What follows belongs to an exercise in optimizing a design on an open flow for small area and a short achievable clock period; a production flow would make more cautious choices.
RTL that was checked went through simulation tests only; none was proved equivalent to the original.
The flow treats the clock pin as an ideal source. Dropping or thinning the clock tree relies on that and would not hold on a real chip.
No activity file was given, so power comes from the tool's default toggle rates.

Setup of branch nickel:
// wav_riff_stream_parser
module wav_riff_stream_parser (
    input  wire             clk,
    input  wire             rst_n,
    input  wire             bytes_valid,
    output wire             bytes_ready,
    input  wire  [7:0]      bytes_in_byte,
    input  wire             bytes_end_of_file,
    output wire             results_valid,
    input  wire             results_ready,
    output wire  [1:0]      results_out_kind,
    output wire  [15:0]     results_sample_word,
    output wire  [1:0]      results_channel_count,
    output wire  [4:0]      results_sample_bits,
    output wire  [31:0]     results_sample_rate_hz,
    output wire  [2:0]      results_error_code,
    output wire             results_last_of_file
);
==> flow/config.mk <==
export PLATFORM = sky130hd
export DESIGN_NAME = wav_riff_stream_parser
export DESIGN_NICKNAME = wav_riff_stream_parser
export VERILOG_FILES = /design/flow/design.v
export SDC_FILE = /design/flow/constraint.sdc
export NUM_CORES = 4
export LEC_CHECK = 0
export ABC_AREA = 1
export CAP_MARGIN = 20
export CORE_MARGIN = 2
export CORE_UTILIZATION = 40
export CTS_BUF_LIST = sky130_fd_sc_hd__clkbuf_8
export SETUP_SLACK_MARGIN = 3.8
export SLEW_MARGIN = 20
==> flow/constraint.sdc <==
create_clock -name core_clock -period 6.0 [get_ports {clk}]
set_input_delay 1.2000 -clock core_clock [delete_from_list [all_inputs] [get_ports {clk}]]
set_output_delay 1.2000 -clock core_clock [all_outputs]
set_load 0.01 [all_outputs]
standard.sh (not shown) runs the stock make flow with config.mk's settings and CLKGATE_MAP_FILE= SYNTH_SCRIPT=/design/flow/synth_recipe.tcl, a recipe that flattens the netlist after the stock synthesis.
==> flow/flow/run.sh <==
#!/bin/bash
# The standard layout (the standard.sh: standard synthesis and ORFS flow),
# with one change: the port buffers are buf_1 cells instead of the default
# choice. Each tool's full output stays in ORFS's own logs under orfs/logs;
# make's output goes to flow_make.log here.
set -euo pipefail
bash standard.sh "BUFFER_PORTS_ARGS=-buffer_cell sky130_fd_sc_hd__buf_1" finish > flow_make.log 2>&1
The final layout from branch nickel, which completed every stage, passed the timing, design-rule and antenna checks at the end of the flow.
Input-level comparison between branch ember and branch nickel:
diff --git a/flow/config.mk b/flow/config.mk
--- a/flow/config.mk
+++ b/flow/config.mk
@@ -11,4 +11,4 @@
 export CORE_UTILIZATION = 40
 export CTS_BUF_LIST = sky130_fd_sc_hd__clkbuf_8
-export SETUP_SLACK_MARGIN = 3.8
+export SETUP_SLACK_MARGIN = 3.6
 export SLEW_MARGIN = 20
==> comparison <==
branch ember and branch nickel all finish clean. Setup slack of the critical path after layout, branch ember and branch nickel: lower on branch ember. branch ember vs branch nickel — global-route usage dropped 0.37 points. When the final numbers for branch ember and branch nickel were put side by side, the number of buffers added for setup after CTS turned out to be smaller in branch ember. The maximum frequency was comparable across branch ember and branch nickel. branch nickel -> branch ember: internal power summed over all cells flat. branch nickel has a higher total power consumption of the routed design than branch ember. Top routing layer in use = met4: branch nickel; top routing layer in use = met5: branch ember.
Function was not checked in any run of this note: the RTL went through the layout flow alone.

wav_riff_stream_parser, a different RTL version from the one above (not shown whole).
Size in the first run: about 730 cells after synthesis, roughly 76 I/O pins, ~7000 µm² of cells after synthesis.
Settings: LEC_CHECK=0, ABC_AREA=0, CAP_MARGIN=20, CORE_MARGIN=2, CORE_UTILIZATION=40, SETUP_SLACK_MARGIN=3.5, SLEW_MARGIN=20; clock period 6.0 ns.
run.sh (not shown) runs the stock make flow with config.mk's settings and CLKGATE_MAP_FILE= SYNTH_SCRIPT=/design/flow/synth_recipe.tcl, a recipe that flattens the netlist after the stock synthesis.
Stock flow here: none of the scripts above is used.
The first run completed without violations.
Then changed:
- SETUP_SLACK_MARGIN: 3.5 -> unset
Total power falls by 4.9%.
Hold slack is about the same.
Combinational power falls by 39%.
Maximum frequency falls by 21%.
Register-to-register slack gets worse by 0.80 ns.
Synthesized area does not change.
Final area falls by 14%.
Non-clock buffer count falls by 95.
Wire length falls by 12%.
Final cell count falls by 8.6%.
Function was not checked in any run of this note: the RTL went through the layout flow alone.

Another version of the RTL of wav_riff_stream_parser (not shown whole).
For scale: ~160 flip-flops, about 76 I/O pins, roughly 7000 um2 of cells after synthesis.
clock: 6.0 ns
lec_check: 0
abc_area: 1
cap_margin: 10
core_margin: 2
core_utilization: 40
setup_slack_margin: 3.75
slew_margin: 10
standard.sh (not shown) runs the stock make flow with config.mk's settings and CLKGATE_MAP_FILE= SYNTH_SCRIPT=/design/flow/synth_recipe.tcl, a recipe that flattens the netlist after the stock synthesis.
==> flow/flow/run.sh <==
#!/bin/bash
# The standard layout (the standard.sh: standard synthesis and ORFS flow),
# with two changes: the port buffers are buf_1 cells, and the clock tree is
# two levels of clock buffers built by flow/pre_cts.tcl instead of
# TritonCTS, whose root buffer drives leaves spread over the whole die. Each tool's full output stays in ORFS's own logs
# under orfs/logs; make's output goes to flow_make.log here.
set -euo pipefail
here=$(pwd)
bash standard.sh "BUFFER_PORTS_ARGS=-buffer_cell sky130_fd_sc_hd__buf_1" \
  "PRE_CTS_TCL=$here/flow/pre_cts.tcl" finish > flow_make.log 2>&1
==> flow/flow/pre_cts.tcl <==
# Sourced by ORFS's cts.tcl before clock tree synthesis (PRE_CTS_TCL).
# Replaces TritonCTS's tree by a shallower balanced one: the clock port drives
# four top buffers (one per k-means cluster of flip-flops), each of which
# drives leaf buffers, one per sub-cluster of at most 20 flip-flops.
source [file join [file dirname [info script]] mytree2.tcl]
my_clock_tree2 4 20 sky130_fd_sc_hd__clkbuf_8 sky130_fd_sc_hd__clkbuf_8
rename clock_tree_synthesis triton_clock_tree_synthesis
proc clock_tree_synthesis { args } {
  puts "clock_tree_synthesis: tree built by pre_cts.tcl, TritonCTS not run"
  set_propagated_clock [all_clocks]
}
Other scripts of this flow, unchanged in this note and not shown: flow/flow/mytree2.tcl
The first run finished with timing, DRC and antenna clean.
Change:
- CAP_MARGIN: 10 -> 0
- SLEW_MARGIN: 10 -> 0
- TNS_END_PERCENT: unset -> 20
First-iteration DRC count came out lower by about 2.4%.
Design area came out lower by about 0.66%.
Routed wire length came out lower by 2.1%.
Change:
--- a/flow/flow/pre_cts.tcl
+++ b/flow/flow/pre_cts.tcl
@@ -3,5 +3,5 @@
 # four top buffers (one per k-means cluster of flip-flops), each of which
-# drives leaf buffers, one per sub-cluster of at most 20 flip-flops.
+# drives leaf buffers, one per sub-cluster of at most 14 flip-flops.
 source [file join [file dirname [info script]] mytree2.tcl]
-my_clock_tree2 4 20 sky130_fd_sc_hd__clkbuf_8 sky130_fd_sc_hd__clkbuf_8
+my_clock_tree2 4 14 sky130_fd_sc_hd__clkbuf_8 sky130_fd_sc_hd__clkbuf_8
 rename clock_tree_synthesis triton_clock_tree_synthesis
- CAP_MARGIN: 0 -> 20
- CORE_UTILIZATION: 40 -> 25
- SETUP_SLACK_MARGIN: 3.75 -> 3.8
- SLEW_MARGIN: 0 -> 20
- TNS_END_PERCENT: 20 -> unset
Effect: Worst hold slack loses 22 ps. Clock skew climbs by 14 ps. Global-route usage shrinks by 6.2 points. Sequential share of layout area fell by 2.1 points. Clock power rises by about 8%. Utilization drops by 16 points. Wire length went up by about 10%. Worst setup slack improved by 120 ps. Die area rose by about 60%. Sequential power barely changes. Area after synthesis stays the same.
Change:
--- a/flow/flow/pre_cts.tcl
+++ b/flow/flow/pre_cts.tcl
@@ -3,5 +3,5 @@
 # four top buffers (one per k-means cluster of flip-flops), each of which
-# drives leaf buffers, one per sub-cluster of at most 14 flip-flops.
+# drives leaf buffers, one per sub-cluster of at most 20 flip-flops.
 source [file join [file dirname [info script]] mytree2.tcl]
-my_clock_tree2 4 14 sky130_fd_sc_hd__clkbuf_8 sky130_fd_sc_hd__clkbuf_8
+my_clock_tree2 4 20 sky130_fd_sc_hd__clkbuf_8 sky130_fd_sc_hd__clkbuf_8
 rename clock_tree_synthesis triton_clock_tree_synthesis
- CORE_UTILIZATION: 25 -> 40
- SETUP_SLACK_MARGIN: 3.8 -> 3.85
Result: Fmax stays flat; total power is lower by 2.4%; core utilization is higher by 17 points; worst setup slack improved by 3.4 ps; die area is lower by 37%; routed wire length is lower by 6.5%; final area is lower by 2.6%; area after synthesis stays the same; sequential share of layout area is higher by 1.2 points.
Change:
==> flow/flow/run.sh (replaced) <==
#!/bin/bash
# The standard layout (the standard.sh: standard synthesis and ORFS flow),
# with two changes: the port buffers are buf_2 cells, and the clock tree is
# two levels of clock buffers built by flow/pre_cts.tcl instead of
# TritonCTS, whose root buffer drives leaves spread over the whole die. Each tool's full output stays in ORFS's own logs
# under orfs/logs; make's output goes to flow_make.log here.
set -euo pipefail
here=$(pwd)
bash standard.sh "BUFFER_PORTS_ARGS=-buffer_cell sky130_fd_sc_hd__buf_2" \
  "PRE_CTS_TCL=$here/flow/pre_cts.tcl" finish > flow_make.log 2>&1
- SETUP_SLACK_MARGIN: 3.85 -> 3.75
=>
- The changed run completed without violations
- power fell slightly
- via count fell slightly
- final area fell slightly
- die area is unchanged
- setup slack degrades by 33 ps
Change:
==> flow/flow/run.sh (replaced) <==
#!/bin/bash
# The standard layout (the standard.sh: standard synthesis and ORFS flow),
# with two changes: the port buffers are buf_1 cells, and the clock tree is
# two levels of clock buffers built by flow/pre_cts.tcl instead of
# TritonCTS, whose root buffer drives leaves spread over the whole die. Each tool's full output stays in ORFS's own logs
# under orfs/logs; make's output goes to flow_make.log here.
set -euo pipefail
here=$(pwd)
bash standard.sh "BUFFER_PORTS_ARGS=-buffer_cell sky130_fd_sc_hd__buf_1" \
  "PRE_CTS_TCL=$here/flow/pre_cts.tcl" finish > flow_make.log 2>&1
--- a/flow/flow/pre_cts.tcl
+++ b/flow/flow/pre_cts.tcl
@@ -5,3 +5,3 @@
 source [file join [file dirname [info script]] mytree2.tcl]
-my_clock_tree2 4 20 sky130_fd_sc_hd__clkbuf_8 sky130_fd_sc_hd__clkbuf_8
+my_clock_tree2 4 20 sky130_fd_sc_hd__clkbuf_16 sky130_fd_sc_hd__clkbuf_8
 rename clock_tree_synthesis triton_clock_tree_synthesis
Utilization stays flat.
Worst setup slack improves by 42 ps.
Wire length is higher slightly.
Hold slack improves by 4.5 ps.
Final cell count stays flat.
Die area does not change.
Fmax is higher slightly.
In every run of this note, the design's own scripts or RTL, not TritonCTS, make the clock network.

## the baseline
wav_riff_stream_parser, a different RTL version from the one above (not shown whole).
For scale: roughly 760 cells after synthesis, about 170 flip-flops, ~76 I/O pins.
clock: 6.0 ns
lec_check: 0
abc_area: 0
cap_margin: 20
core_margin: 2
core_utilization: 40
setup_slack_margin: 3.6
slew_margin: 20
==> flow/flow/run.sh <==
#!/bin/bash
# The standard layout (the standard.sh: standard synthesis and ORFS flow),
# with one change: the port buffers are buf_1 cells instead of the default
# choice. Each tool's full output stays in ORFS's own logs under orfs/logs;
# make's output goes to flow_make.log here.
set -euo pipefail
bash standard.sh "BUFFER_PORTS_ARGS=-buffer_cell sky130_fd_sc_hd__buf_1" finish > flow_make.log 2>&1
Input changes introduced in the candidate (baseline for comparison: the baseline):
Settings: CTS_BUF_LIST newly set to sky130_fd_sc_hd__clkbuf_8.
==> flow/run.sh (new file) <==
#!/bin/bash
# synth_recipe.tcl (not shown) runs the flow's synth.tcl, then flattens the netlist and writes it again
# the make line also repeats each setting of config.mk as NAME=value (left out here)
make -C /OpenROAD-flow-scripts/flow DESIGN_CONFIG=/design/flow/config.mk WORK_HOME=/design/flow/orfs CLKGATE_MAP_FILE= SYNTH_SCRIPT=/design/flow/synth_recipe.tcl finish
removed: flow/flow/run.sh
removed: flow/standard.sh
## What came out
The candidate completed every stage of the flow, and the final layout passed the timing, design-rule and antenna checks.
Compared with the baseline, the candidate is the less power-hungry design.
Minimum period implied by the final worst setup slack, the baseline and the candidate: larger value in the baseline
Looking at setup slack across both flows, the candidate is the stronger of the two, with the baseline trailing.
Delta (the candidate minus the baseline): total routed wirelength grew by 6.5%, number of antenna violations at the first check in global routing held steady, final clock period utilization by the worst path shrank by 0.61 points, die area held steady.

Setup of main:
Another version of the RTL of wav_riff_stream_parser (not shown whole).
Size: about 830 cells after synthesis, roughly 170 flip-flops, ~76 I/O pins, roughly 0.0070 mm^2 of cells after synthesis.
export LEC_CHECK = 0
export ABC_AREA = 1
export CAP_MARGIN = 20
export CORE_MARGIN = 2
export CORE_UTILIZATION = 40
export CTS_BUF_LIST = sky130_fd_sc_hd__clkbuf_8
export SETUP_SLACK_MARGIN = 3.6
export SLEW_MARGIN = 20
create_clock -name core_clock -period 6.0 [get_ports {clk}]
==> flow/flow/run.sh <==
#!/bin/bash
# The standard layout (the standard.sh: standard synthesis and ORFS flow),
# with one change: the port buffers are buf_1 cells instead of the default
# choice. Each tool's full output stays in ORFS's own logs under orfs/logs;
# make's output goes to flow_make.log here.
set -euo pipefail
bash standard.sh "BUFFER_PORTS_ARGS=-buffer_cell sky130_fd_sc_hd__buf_1" finish > flow_make.log 2>&1
[inputs] the feature branch vs main
--- a/flow/config.mk
+++ b/flow/config.mk
@@ -7,3 +7,3 @@
 export LEC_CHECK = 0
-export ABC_AREA = 1
+export ABC_AREA = 0
 export CAP_MARGIN = 20
Notes after the runs:
- The feature branch ended up with a higher post-CTS setup-driven buffer insertion count than main did.
- Non-clock buffer instance count of the final layout (higher): the feature branch
- Looking at period utilization, the feature branch sits 0.67 points above main.
- The feature branch reached the final stage; the timing, design-rule and antenna checks on its layout passed.
- The feature branch ends up with a compound-gate portion of the synthesized area that is 0.56 points lower than in main.
- In the metrics for the feature branch and main, the one carrying the lower final design utilization is main.
- Comparing the feature branch and main, the lower leakage power total was measured on the feature branch.
- The standard cells in the feature branch occupy more silicon area than those in main do.
- The cell area after placement of the feature branch exceeds that of main by about 1.4%.
- Between the feature branch and main, the sequential cell area is higher for the feature branch.

== v31 ==
RTL: one of the versions met above, not the one the previous note started from.
For scale: ~840 cells after synthesis, about 160 flip-flops.
export LEC_CHECK = 0
export ABC_AREA = 1
export CAP_MARGIN = 20
export CORE_MARGIN = 2
export CORE_UTILIZATION = 40
export CTS_BUF_LIST = sky130_fd_sc_hd__clkbuf_8
export SETUP_SLACK_MARGIN = 3.6
export SLEW_MARGIN = 20
create_clock -name core_clock -period 6.0 [get_ports {clk}]
==> flow/flow/run.sh <==
#!/bin/bash
# The standard layout (the standard.sh: standard synthesis and ORFS flow),
# with two changes: the port buffers are buf_1 cells, and the clock tree is
# two levels of clkbuf_8 cells built by flow/pre_cts.tcl instead of
# TritonCTS, whose root buffer drives leaves spread over the whole die. Each tool's full output stays in ORFS's own logs
# under orfs/logs; make's output goes to flow_make.log here.
set -euo pipefail
here=$(pwd)
bash standard.sh "BUFFER_PORTS_ARGS=-buffer_cell sky130_fd_sc_hd__buf_1" \
  "PRE_CTS_TCL=$here/flow/pre_cts.tcl" finish > flow_make.log 2>&1
==> flow/flow/mytree2.tcl <==
proc kmeans { pts nb } {
  # pts: list of {id x y}; returns list of cluster index per point
  set n [llength $pts]
  set sorted [lsort -integer -index 1 $pts]
  set cx {}; set cy {}
  for {set k 0} {$k < $nb} {incr k} {
    set s [lindex $sorted [expr {int(($k + 0.5) * $n / $nb)}]]
    lappend cx [lindex $s 1]; lappend cy [lindex $s 2]
  }
  set assign {}
  for {set iter 0} {$iter < 40} {incr iter} {
    set sx [lrepeat $nb 0.0]; set sy [lrepeat $nb 0.0]; set sc [lrepeat $nb 0]
    set assign {}
    foreach s $pts {
      lassign $s id x y
      set best 0; set bd 1e18
      for {set k 0} {$k < $nb} {incr k} {
        set dx [expr {$x - [lindex $cx $k]}]; set dy [expr {$y - [lindex $cy $k]}]
        set d [expr {$dx*$dx + $dy*$dy}]
        if {$d < $bd} { set bd $d; set best $k }
      }
      lappend assign $best
      lset sx $best [expr {[lindex $sx $best] + $x}]
      lset sy $best [expr {[lindex $sy $best] + $y}]
      lset sc $best [expr {[lindex $sc $best] + 1}]
    }
    for {set k 0} {$k < $nb} {incr k} {
      if {[lindex $sc $k] > 0} {
        lset cx $k [expr {int([lindex $sx $k] / [lindex $sc $k])}]
        lset cy $k [expr {int([lindex $sy $k] / [lindex $sc $k])}]
      }
    }
  }
  return [list $assign $cx $cy]
}

proc add_buf { block master name innet x y } {
  set buf [odb::dbInst_create $block $master $name]
  set net [odb::dbNet_create $block "${name}_net"]
  $net setSigType CLOCK
  [$buf findITerm A] connect $innet
  [$buf findITerm X] connect $net
  $buf setLocation $x $y
  $buf setPlacementStatus PLACED
  return $net
}

proc my_clock_tree2 { ntop leaf topcell leafcell } {
  set block [ord::get_db_block]
  set db [ord::get_db]
  set clknet [$block findNet clk]
  set sinks {}
  set i 0
  foreach it [$clknet getITerms] {
    lassign [[$it getInst] getLocation] x y
    lappend sinks [list $i $x $y]
    lappend iterms $it
    incr i
  }
  lassign [kmeans $sinks $ntop] top cx cy
  set mtop [$db findMaster $topcell]
  set mleaf [$db findMaster $leafcell]
  set nleaves 0
  for {set t 0} {$t < $ntop} {incr t} {
    set members {}
    foreach s $sinks a $top { if {$a == $t} { lappend members $s } }
    if {[llength $members] == 0} { continue }
    set tnet [add_buf $block $mtop "clkbuf_top_$t" $clknet [lindex $cx $t] [lindex $cy $t]]
    set nl [expr {int(ceil([llength $members] / double($leaf)))}]
    lassign [kmeans $members $nl] sub lx ly
    for {set l 0} {$l < $nl} {incr l} {
      set lnet [add_buf $block $mleaf "clkbuf_leaf_${t}_$l" $tnet [lindex $lx $l] [lindex $ly $l]]
      incr nleaves
      foreach s $members a $sub {
        if {$a == $l} {
          set it [lindex $iterms [lindex $s 0]]
          $it disconnect
          $it connect $lnet
        }
      }
    }
  }
  puts "my_clock_tree2: [llength $sinks] sinks, $ntop top buffers, $nleaves leaf buffers"
}
==> flow/flow/pre_cts.tcl <==
# Sourced by ORFS's cts.tcl before clock tree synthesis (PRE_CTS_TCL).
# Replaces TritonCTS's tree by a shallower balanced one: the clock port drives
# four clkbuf_8 cells (one per k-means cluster of flip-flops), each of which
# drives clkbuf_8 leaf cells, one per sub-cluster of at most 20 flip-flops.
source [file join [file dirname [info script]] mytree2.tcl]
my_clock_tree2 4 20 sky130_fd_sc_hd__clkbuf_8 sky130_fd_sc_hd__clkbuf_8
rename clock_tree_synthesis triton_clock_tree_synthesis
proc clock_tree_synthesis { args } {
  puts "clock_tree_synthesis: tree built by pre_cts.tcl, TritonCTS not run"
  set_propagated_clock [all_clocks]
}
> inputs changed (v31 -> v44)
Settings: CTS_BUF_LIST removed (was sky130_fd_sc_hd__clkbuf_8); GPL_ROUTABILITY_DRIVEN newly set to 0; GPL_TIMING_DRIVEN newly set to 1; SETUP_SLACK_MARGIN changed from 3.6 to 3.75.
-- flow/flow/run.sh --
<<< v31, line 4
# two levels of clkbuf_8 cells built by flow/pre_cts.tcl instead of
>>> v44, line 4
# two levels of clock buffers built by flow/pre_cts.tcl instead of
-- flow/flow/mytree2.tcl --
<<< v31, line 72
>>> v44, line 72
      set mine {}
      foreach s $members a $sub { if {$a == $l} { lappend mine [lindex $s 0] } }
      if {[llength $mine] == 0} { continue }
<<< v31, line 74
      foreach s $members a $sub {
        if {$a == $l} {
          set it [lindex $iterms [lindex $s 0]]
          $it disconnect
          $it connect $lnet
        }
>>> v44, line 77
      foreach i $mine {
        set it [lindex $iterms $i]
        $it disconnect
        $it connect $lnet
-- flow/flow/pre_cts.tcl --
<<< v31, line 3
# four clkbuf_8 cells (one per k-means cluster of flip-flops), each of which
# drives clkbuf_8 leaf cells, one per sub-cluster of at most 20 flip-flops.
>>> v44, line 3
# four top buffers (one per k-means cluster of flip-flops), each of which
# drives leaf buffers, one per sub-cluster of at most 20 flip-flops.
## What came out
Quantity of gates resized following cts in v44 is 2 higher than in v31
Total area of sequential cells essentially unchanged between v31 and v44.
v44 ended with more final net count than v31.
Diff v31 -> v44: slack of the critical path went up, clock share of power was more or less identical, clock skew now larger, number of buffers added to fix hold violations after cts held steady.
For the clock power, v44 came in about 0.9% higher than v31 did.
Changes observed in v44 relative to v31: global-route usage saw an increase, via count +about 0.64%.
> inputs changed (v44 -> v1)
Settings: CORE_UTILIZATION now 55, was 40; GPL_TIMING_DRIVEN no longer set, was 1; SETUP_SLACK_MARGIN now 3.8, was 3.75; GPL_ROUTABILITY_DRIVEN no longer set, was 0.
-- flow/flow/pre_cts.tcl --
<<< v44, line 4
# drives leaf buffers, one per sub-cluster of at most 20 flip-flops.
>>> v1, line 4
# drives leaf buffers, one per sub-cluster of at most 14 flip-flops.
<<< v44, line 6
my_clock_tree2 4 20 sky130_fd_sc_hd__clkbuf_8 sky130_fd_sc_hd__clkbuf_8
>>> v1, line 6
my_clock_tree2 4 14 sky130_fd_sc_hd__clkbuf_8 sky130_fd_sc_hd__clkbuf_8
Notes after the runs:
- Against v44, post-route total power in v1 rose by a few percent.
- Relative contribution of the clock network to total power: v44 and v1 compared, lower one is v44
- Taking v44 as the reference, in v1 final standard cell area without fillers up about 0.7%, via count of the routed design up about 4%.
- Compared with v44, in v1 cell count went down by 43, count of hold-fix buffers inserted at cts was more or less identical.
What v46 does differently from v1 at the input level:
Settings: changing CORE_UTILIZATION from 55 to 40; setting CTS_BUF_LIST to sky130_fd_sc_hd__clkbuf_8 for the first time.
-- flow/flow/run.sh --
<<< v1, line 4
# two levels of clock buffers built by flow/pre_cts.tcl instead of
>>> v46, line 4
# two levels of clkbuf_8 cells built by flow/pre_cts.tcl instead of
-- flow/flow/mytree2.tcl --
<<< v1, line 72
      set mine {}
      foreach s $members a $sub { if {$a == $l} { lappend mine [lindex $s 0] } }
      if {[llength $mine] == 0} { continue }
>>> v46, line 72
<<< v1, line 77
      foreach i $mine {
        set it [lindex $iterms $i]
        $it disconnect
        $it connect $lnet
>>> v46, line 74
      foreach s $members a $sub {
        if {$a == $l} {
          set it [lindex $iterms [lindex $s 0]]
          $it disconnect
          $it connect $lnet
        }
-- flow/flow/pre_cts.tcl --
<<< v1, line 3
# four top buffers (one per k-means cluster of flip-flops), each of which
# drives leaf buffers, one per sub-cluster of at most 14 flip-flops.
>>> v46, line 3
# four clkbuf_8 cells (one per k-means cluster of flip-flops), each of which
# drives clkbuf_8 leaf cells, one per sub-cluster of at most 20 flip-flops.
<<< v1, line 6
my_clock_tree2 4 14 sky130_fd_sc_hd__clkbuf_8 sky130_fd_sc_hd__clkbuf_8
>>> v46, line 6
my_clock_tree2 4 20 sky130_fd_sc_hd__clkbuf_8 sky130_fd_sc_hd__clkbuf_8
Notes after the runs:
- v46 completed every stage of the flow, and the final layout passed the timing, design-rule and antenna checks.
- Relative to v1, post-cts resize count has gone down in v46.
- [v46] part of the power in the clock network fell 1.4 points relative to v1
- There was hardly any difference in wire length of the first global-routing pass between v1 and v46.
- v1 → v46: first-iteration DRC count fell by 44%, setup slack lower, wire length lost about 2.5%.
- Re final critical-path required period: v46 is 0.026 ns up on v1.
- Against v1 as the reference, v46 delivers a lower signed area change from the synthesized netlist to the final layout.
- Of v46 and v1, the run reporting the higher period utilization was v46.
- The final standard cell count with taps included and fillers excluded in v46 was higher than what v1 gave.
- v1 has a higher area of all placed cells without fillers than v46.
What v6 does differently from v46 at the input level:
Settings: SETUP_SLACK_MARGIN changed from 3.8 to 3.75; CTS_BUF_LIST removed (was sky130_fd_sc_hd__clkbuf_8).
-- flow/flow/run.sh --
<<< v46, line 4
# two levels of clkbuf_8 cells built by flow/pre_cts.tcl instead of
>>> v6, line 4
# two levels of clock buffers built by flow/pre_cts.tcl instead of
-- flow/flow/mytree2.tcl --
<<< v46, line 72
>>> v6, line 72
      set mine {}
      foreach s $members a $sub { if {$a == $l} { lappend mine [lindex $s 0] } }
      if {[llength $mine] == 0} { continue }
<<< v46, line 74
      foreach s $members a $sub {
        if {$a == $l} {
          set it [lindex $iterms [lindex $s 0]]
          $it disconnect
          $it connect $lnet
        }
>>> v6, line 77
      foreach i $mine {
        set it [lindex $iterms $i]
        $it disconnect
        $it connect $lnet
-- flow/flow/pre_cts.tcl --
<<< v46, line 3
# four clkbuf_8 cells (one per k-means cluster of flip-flops), each of which
# drives clkbuf_8 leaf cells, one per sub-cluster of at most 20 flip-flops.
>>> v6, line 3
# four top buffers (one per k-means cluster of flip-flops), each of which
# drives leaf buffers, one per sub-cluster of at most 20 flip-flops.
==> run notes <==
- No stage failed in v6, and the final checks on the layout all came back clean.
- v46 went all the way through the flow, and no timing, DRC or antenna check failed.
- From v46 to v6 the numbers moved as follows: relative max-transition margin down 7.3 points, switching share of total power flat, length of routed met3 wiring up 4.7%.
No run of this note takes its clock network from TritonCTS; it comes from the design's own scripts or RTL.

## separate check: timing with driven ports
How much do the figures lean on ideal ports? The routed layouts below were timed once more, with nothing changed but the port constraints.
Step 1: set_driving_cell puts a clkbuf_16 on clk and a buf_2 on each other input, an assumption about the parent block.
Step 2 moves the port delays by t, midway between the first and last clock arrival at a register: inputs arrive t later, outputs are due t later. That takes back most of the time a late clock gives input paths.
Three values: ideal, step 1, step 2; two values: the first two.
run | shift t [ns] | setup slack, ns | latest minus earliest clock arrival (ns)
branch nickel | 0.498 | 3.641 / 3.600 / 3.911 | 0.019 / 0.018
branch ember | 0.492 | 3.635 / 3.598 / 3.715 | 0.014 / 0.015
the first run of note 2 | 0.481 | 3.055 / 3.055 / 3.055 | 0.013 / 0.014
the second run of note 2 | 0.481 | 2.258 / 2.258 / 2.258 | 0.010 / 0.010
the first run of note 3 | 0.365 | 3.809 / 3.731 / 3.884 | 0.031 / 0.031
the second run of note 3 | 0.364 | 3.689 / 3.612 / 3.823 | 0.034 / 0.033
the third run of note 3 | 0.367 | 3.806 / 3.724 / 3.873 | 0.047 / 0.048
the fourth run of note 3 | 0.364 | 3.809 / 3.731 / 3.871 | 0.035 / 0.035
the fifth run of note 3 | 0.365 | 3.776 / 3.699 / 3.859 | 0.036 / 0.037
the sixth run of note 3 | 0.369 | 3.819 / 3.726 / 3.885 | 0.030 / 0.030
the baseline | 0.466 | 3.470 / 3.470 / 3.470 | 0.012 / 0.013
the candidate | 0.497 | 3.507 / 3.507 / 3.507 | 0.017 / 0.016
main | 0.504 | 3.637 / 3.594 / 3.800 | 0.021 / 0.020
the feature branch | 0.504 | 3.597 / 3.597 / 3.597 | 0.017 / 0.017
v31 | 0.363 | 3.693 / 3.615 / 3.804 | 0.036 / 0.035
v44 | 0.365 | 3.810 / 3.734 / 3.911 | 0.042 / 0.042
v1 | 0.353 | 3.827 / 3.751 / 3.924 | 0.060 / 0.060
v46 | 0.365 | 3.801 / 3.723 / 3.890 | 0.033 / 0.033
v6 | 0.364 | 3.810 / 3.732 / 3.892 | 0.033 / 0.033
After both steps setup and hold are still met in every run listed. The worst setup slack also covers recovery checks on asynchronous resets.
